What follows belongs to an exercise in optimizing a design on an open flow for small area, a short achievable clock period and few clock cycles; a production flow would make more cautious choices.
Function was checked by simulation only, so behaviour that the tests miss may differ from the original.
Power is estimated from default activity; no workload was simulated.

==> flow/design.v <==
`timescale 1ns/1ps
module kitten_tile_top (
    input  logic                                clk,
    input  logic                                rst_n,
    input  logic                                psel,
    input  logic                                penable,
    input  logic                                pwrite,
    input  logic [8-1:0]      paddr,
    input  logic [32-1:0]      pwdata,
    output logic                                pready,
    output logic [32-1:0]      prdata,
    output logic                                pslverr,
    input  logic                                tick_start,
    output logic                                tick_done,
    input  logic [3-1:0]          activity_hint,
    input  logic [16-1:0]        thresh_base,
    input  logic [8-1:0]         thresh_scale,
    input  logic [4*8-1:0] layer_key,
    output logic [4-1:0]              spike_out,
    output logic                                spike_valid,
    output logic [4*8-1:0] axis_state_out,
    output logic                                axis_write_en,
    output logic [3-1:0]          max_active_idx,
    output logic                                early_exit_flag
);
    localparam int LANES = 4;
    localparam int DEPTH = 8;
    localparam int V     = 16;
    localparam int W     = 8;
    localparam int AB    = 3;
    localparam int SLOTS = LANES * DEPTH;
    localparam int SUM_W = V + AB;
    localparam int PW    = 16 + 8;
    assign pready  = 1'b1;
    assign prdata  = '0;
    assign pslverr = 1'b0;
    logic [V-1:0]     bank [SLOTS];
    logic [SLOTS-1:0] nz_q;
    logic [SUM_W-1:0] sum_q [LANES];
    logic [V-1:0]     leak_q [LANES];
    logic             consume;
    logic             clear;
    logic [DEPTH-1:0] active;
    logic init_q;
    always_ff @(posedge clk or negedge rst_n) begin
        if (!rst_n)
            init_q <= 1'b0;
        else
            init_q <= 1'b1;
    end
    assign clear = consume | ~init_q;
    for (genvar w = 0; w < DEPTH; w++) begin : g_act
        assign active[w] = |nz_q[w*LANES +: LANES];
    end
    logic             wr_acc_q;
    logic [4:0]       wr_slot_q;
    logic             upd_q;
    logic [1:0]       upd_lane_q;
    logic [V-1:0]     new_q;
    logic [V-1:0]     old_q;
    logic [SUM_W-1:0] sel_q;
    logic [SLOTS-1:0] hit;
    logic [V-1:0]     old_rd;
    always_ff @(posedge clk or negedge rst_n) begin
        if (!rst_n) begin
            wr_acc_q <= 1'b0;
            upd_q    <= 1'b0;
        end else begin
            wr_acc_q <= psel & ~penable & pwrite;
            upd_q    <= wr_acc_q;
        end
    end
    for (genvar s = 0; s < SLOTS; s++) begin : g_hit
        assign hit[s] = (wr_slot_q == s);
    end
    always_comb begin
        old_rd = '0;
        for (int s = 0; s < SLOTS; s++)
            old_rd = old_rd | (bank[s] & {V{hit[s] & nz_q[s]}});
    end
    always_ff @(posedge clk) begin
        wr_slot_q  <= paddr[4:0];
        upd_lane_q <= wr_slot_q[1:0];
        new_q      <= pwdata[V-1:0];
        old_q      <= old_rd;
        sel_q      <= sum_q[wr_slot_q[1:0]];
    end
    for (genvar s = 0; s < SLOTS; s++) begin : g_slot
        always_ff @(posedge clk) begin
            if (wr_acc_q && hit[s])
                bank[s] <= pwdata[V-1:0];
        end
    end
    always_ff @(posedge clk) begin
        if (clear)
            nz_q <= '0;
        else if (wr_acc_q)
            nz_q[wr_slot_q] <= |pwdata[V-1:0];
    end
    logic [SUM_W-1:0] sum_upd;
    assign sum_upd = sel_q + {{AB{1'b0}}, new_q} - {{AB{1'b0}}, old_q};
    for (genvar l = 0; l < LANES; l++) begin : g_sum
        always_ff @(posedge clk) begin
            if (clear)
                sum_q[l] <= '0;
            else if (upd_q && upd_lane_q == l)
                sum_q[l] <= sum_upd;
        end
    end
    logic st1_q, st2_q, done_q;
    always_ff @(posedge clk or negedge rst_n) begin
        if (!rst_n) begin
            st1_q  <= 1'b0;
            st2_q  <= 1'b0;
            done_q <= 1'b0;
        end else begin
            st1_q  <= tick_start;
            st2_q  <= st1_q;
            done_q <= st2_q;
        end
    end
    assign consume       = st2_q;
    assign tick_done     = done_q;
    assign spike_valid   = done_q;
    assign axis_write_en = done_q;
    logic [DEPTH-1:0]             below;
    logic                         seen_q;
    logic [16-1:0] base_q;
    logic [8-1:0]  scale_q;
    for (genvar w = 0; w < DEPTH; w++) begin : g_below
        assign below[w] = (w < activity_hint);
    end
    always_ff @(posedge clk) begin
        seen_q  <= |(active & below);
        base_q  <= thresh_base;
        scale_q <= thresh_scale;
    end
    logic [PW-1:0] pp [8];
    logic [PW-1:0] r1 [6];
    logic [PW-1:0] r2 [4];
    logic [PW-1:0] r3 [3];
    logic [PW-1:0] ps, pc;
    for (genvar j = 0; j < 8; j++) begin : g_pp
        assign pp[j] = scale_q[j] ? (PW'(base_q) << j) : '0;
    end
    assign r1[0] = pp[0] ^ pp[1] ^ pp[2];
    assign r1[1] = ((pp[0] & pp[1]) | (pp[0] & pp[2]) | (pp[1] & pp[2])) << 1;
    assign r1[2] = pp[3] ^ pp[4] ^ pp[5];
    assign r1[3] = ((pp[3] & pp[4]) | (pp[3] & pp[5]) | (pp[4] & pp[5])) << 1;
    assign r1[4] = pp[6];
    assign r1[5] = pp[7];
    assign r2[0] = r1[0] ^ r1[1] ^ r1[2];
    assign r2[1] = ((r1[0] & r1[1]) | (r1[0] & r1[2]) | (r1[1] & r1[2])) << 1;
    assign r2[2] = r1[3] ^ r1[4] ^ r1[5];
    assign r2[3] = ((r1[3] & r1[4]) | (r1[3] & r1[5]) | (r1[4] & r1[5])) << 1;
    assign r3[0] = r2[0] ^ r2[1] ^ r2[2];
    assign r3[1] = ((r2[0] & r2[1]) | (r2[0] & r2[2]) | (r2[1] & r2[2])) << 1;
    assign r3[2] = r2[3];
    assign ps = r3[0] ^ r3[1] ^ r3[2];
    assign pc = ((r3[0] & r3[1]) | (r3[0] & r3[2]) | (r3[1] & r3[2])) << 1;
    localparam int SH = 7;
    localparam int TW = PW - SH;
    logic [SH:0]   lo_sum;
    logic [TW-1:0] ps_q, pc_q;
    logic          c7_q;
    assign lo_sum = {1'b0, ps[SH-1:0]} + {1'b0, pc[SH-1:0]};
    always_ff @(posedge clk) begin
        ps_q <= ps[PW-1:SH];
        pc_q <= pc[PW-1:SH];
        c7_q <= lo_sum[SH];
    end
    logic [AB-1:0] top_idx;
    always_comb begin
        top_idx = '0;
        for (int w = 0; w < DEPTH; w++)
            if (active[w])
                top_idx = w[AB-1:0];
    end
    logic [V:0] n_q [LANES];
    for (genvar l = 0; l < LANES; l++) begin : g_lane
        logic [V-1:0]  cur;
        logic [V+1:0]  a, b, c, us, uc, x;
        logic [V-1:0]  nsat, leak_next;
        logic          spk;
        logic [W-1:0]  key, kbind;
        assign cur = !seen_q ? '0 :
                     (|sum_q[l][SUM_W-1:V]) ? '1 : sum_q[l][V-1:0];
        always_ff @(posedge clk)
            n_q[l] <= {1'b0, leak_q[l]} + {1'b0, cur};
        assign a   = {1'b0, ps_q};
        assign b   = {1'b0, pc_q};
        assign c   = ~{1'b0, n_q[l]};
        assign us  = a ^ b ^ c;
        assign uc  = ((a & b) | (a & c) | (b & c));
        assign x   = us + {uc[V:0], c7_q};
        assign spk = x[V+1];
        assign nsat      = n_q[l][V] ? '1 : n_q[l][V-1:0];
        assign leak_next = nsat - (nsat >> 3);
        always_ff @(posedge clk) begin
            if (!init_q)
                leak_q[l] <= '0;
            else if (st2_q)
                leak_q[l] <= spk ? '0 : leak_next;
        end
        assign key = layer_key[l*W +: W];
        for (genvar b = 0; b < W; b++) begin : g_bind
            if (b == 0)
                assign kbind[b] = key[0];
            else if (b == W - 1)
                assign kbind[b] = key[b] ^ (|key[b-1:0]) ^ key[0];
            else
                assign kbind[b] = key[b] ^ (|key[b-1:0]);
        end
        always_ff @(posedge clk) begin
            if (st2_q) begin
                spike_out[l] <= spk;
                axis_state_out[l*W +: W] <= spk ? kbind : '0;
            end
        end
    end
    always_ff @(posedge clk) begin
        if (st2_q) begin
            early_exit_flag <= ~seen_q;
            max_active_idx  <= seen_q ? top_idx : '0;
        end
    end
endmodule
export LEC_CHECK = 0
export CAP_MARGIN = 20
export CORE_MARGIN = 2
export CORE_UTILIZATION = 70
export CTS_CLUSTER_SIZE = 30
export PLACE_DENSITY = 0.78
export SLEW_MARGIN = 20
create_clock -name core_clock -period 10.0 [get_ports {clk}]
standard.sh (not shown) runs the stock make flow with config.mk's settings and CLKGATE_MAP_FILE= SYNTH_SCRIPT=/design/flow/synth_recipe.tcl, a recipe that flattens the netlist after the stock synthesis.
==> flow/flow/run.sh <==
#!/bin/bash
set -euo pipefail
cd "$(dirname "$0")/.."
bash standard.sh SETUP_SLACK_MARGIN=7 finish > make_finish.log 2>&1 || { tail -n 40 make_finish.log; exit 1; }
tail -n 5 make_finish.log
test -f out/final.def
Testbench counts at the start, summed over its fixed seeds: cycles 49,384.
==> next run, changes <==
--- a/flow/design.v
+++ b/flow/design.v
@@ -31,6 +31,7 @@
     localparam int SLOTS = LANES * DEPTH;
     localparam int SUM_W = V + AB;
     localparam int PW    = 16 + 8;
+    localparam int XW    = PW + 2;
     assign pready  = 1'b1;
     assign prdata  = '0;
     assign pslverr = 1'b0;
@@ -139,7 +140,7 @@
     logic [PW-1:0] r1 [6];
     logic [PW-1:0] r2 [4];
     logic [PW-1:0] r3 [3];
-    logic [PW-1:0] ps, pc;
+    logic [PW-1:0] ps, pc, ps_q, pc_q;
     for (genvar j = 0; j < 8; j++) begin : g_pp
         assign pp[j] = scale_q[j] ? (PW'(base_q) << j) : '0;
     end
@@ -158,16 +159,9 @@
     assign r3[2] = r2[3];
     assign ps = r3[0] ^ r3[1] ^ r3[2];
     assign pc = ((r3[0] & r3[1]) | (r3[0] & r3[2]) | (r3[1] & r3[2])) << 1;
-    localparam int SH = 7;
-    localparam int TW = PW - SH;
-    logic [SH:0]   lo_sum;
-    logic [TW-1:0] ps_q, pc_q;
-    logic          c7_q;
-    assign lo_sum = {1'b0, ps[SH-1:0]} + {1'b0, pc[SH-1:0]};
-    always_ff @(posedge clk) begin
-        ps_q <= ps[PW-1:SH];
-        pc_q <= pc[PW-1:SH];
-        c7_q <= lo_sum[SH];
+    always_ff @(posedge clk) begin
+        ps_q <= ps;
+        pc_q <= pc;
     end
     logic [AB-1:0] top_idx;
     always_comb begin
@@ -179,7 +173,7 @@
     logic [V:0] n_q [LANES];
     for (genvar l = 0; l < LANES; l++) begin : g_lane
         logic [V-1:0]  cur;
-        logic [V+1:0]  a, b, c, us, uc, x;
+        logic [XW-1:0] a, b, c, us, uc, x;
         logic [V-1:0]  nsat, leak_next;
         logic          spk;
         logic [W-1:0]  key, kbind;
@@ -187,13 +181,13 @@
                      (|sum_q[l][SUM_W-1:V]) ? '1 : sum_q[l][V-1:0];
         always_ff @(posedge clk)
             n_q[l] <= {1'b0, leak_q[l]} + {1'b0, cur};
-        assign a   = {1'b0, ps_q};
-        assign b   = {1'b0, pc_q};
-        assign c   = ~{1'b0, n_q[l]};
+        assign a   = {2'b0, ps_q};
+        assign b   = {2'b0, pc_q};
+        assign c   = ~{{(XW-V-8){1'b0}}, n_q[l], 7'h7f};
         assign us  = a ^ b ^ c;
-        assign uc  = ((a & b) | (a & c) | (b & c));
-        assign x   = us + {uc[V:0], c7_q};
-        assign spk = x[V+1];
+        assign uc  = ((a & b) | (a & c) | (b & c)) << 1;
+        assign x   = us + uc;
+        assign spk = x[XW-1];
         assign nsat      = n_q[l][V] ? '1 : n_q[l][V-1:0];
         assign leak_next = nsat - (nsat >> 3);
         always_ff @(posedge clk) begin
Wire length rises by a few percent.
Worst setup slack degrades by 0.019 ns.
Worst hold slack is worse by 0.0055 ns.
Clock skew rises by 0.0072 ns.
Sequential share of layout area decreases by 0.20 points.
Combinational power fell by about a fifth.
Design area climbs slightly.
Total power shrinks by a little under a tenth.
Area after synthesis hardly moves.
Critical path depth is unchanged.
Testbench counts after the change, summed over its fixed seeds: cycles 49,384.

what the ideal ports hide:
No port has a modelled driver above. Below, the same layouts with a new extraction and two added sets of constraints.
Step 1 sets driving cells, clkbuf_16 on the clock port and buf_2 on the other inputs (assumed; they add their load-dependent delay and slew).
Step 2 moves the port delays by t, midway between the first and last clock arrival at a register: inputs arrive t later, outputs are due t later. That takes back most of the time a late clock gives input paths.
Slacks: no drivers / after step 1 / after step 2; pairs: no drivers / after step 1.
run | t, ns | setup slack, ns | cell pins on the clock port's net
the first run | 0.741 | 6.808 / 6.739 / 6.314 | 1
the second run | 0.742 | 6.789 / 6.718 / 6.272 | 1
After both steps setup and hold are still met in every run listed. For the second run, which loses most, drivers alone change the setup slack by -0.071 ns; drivers and shift together by -0.517 ns.
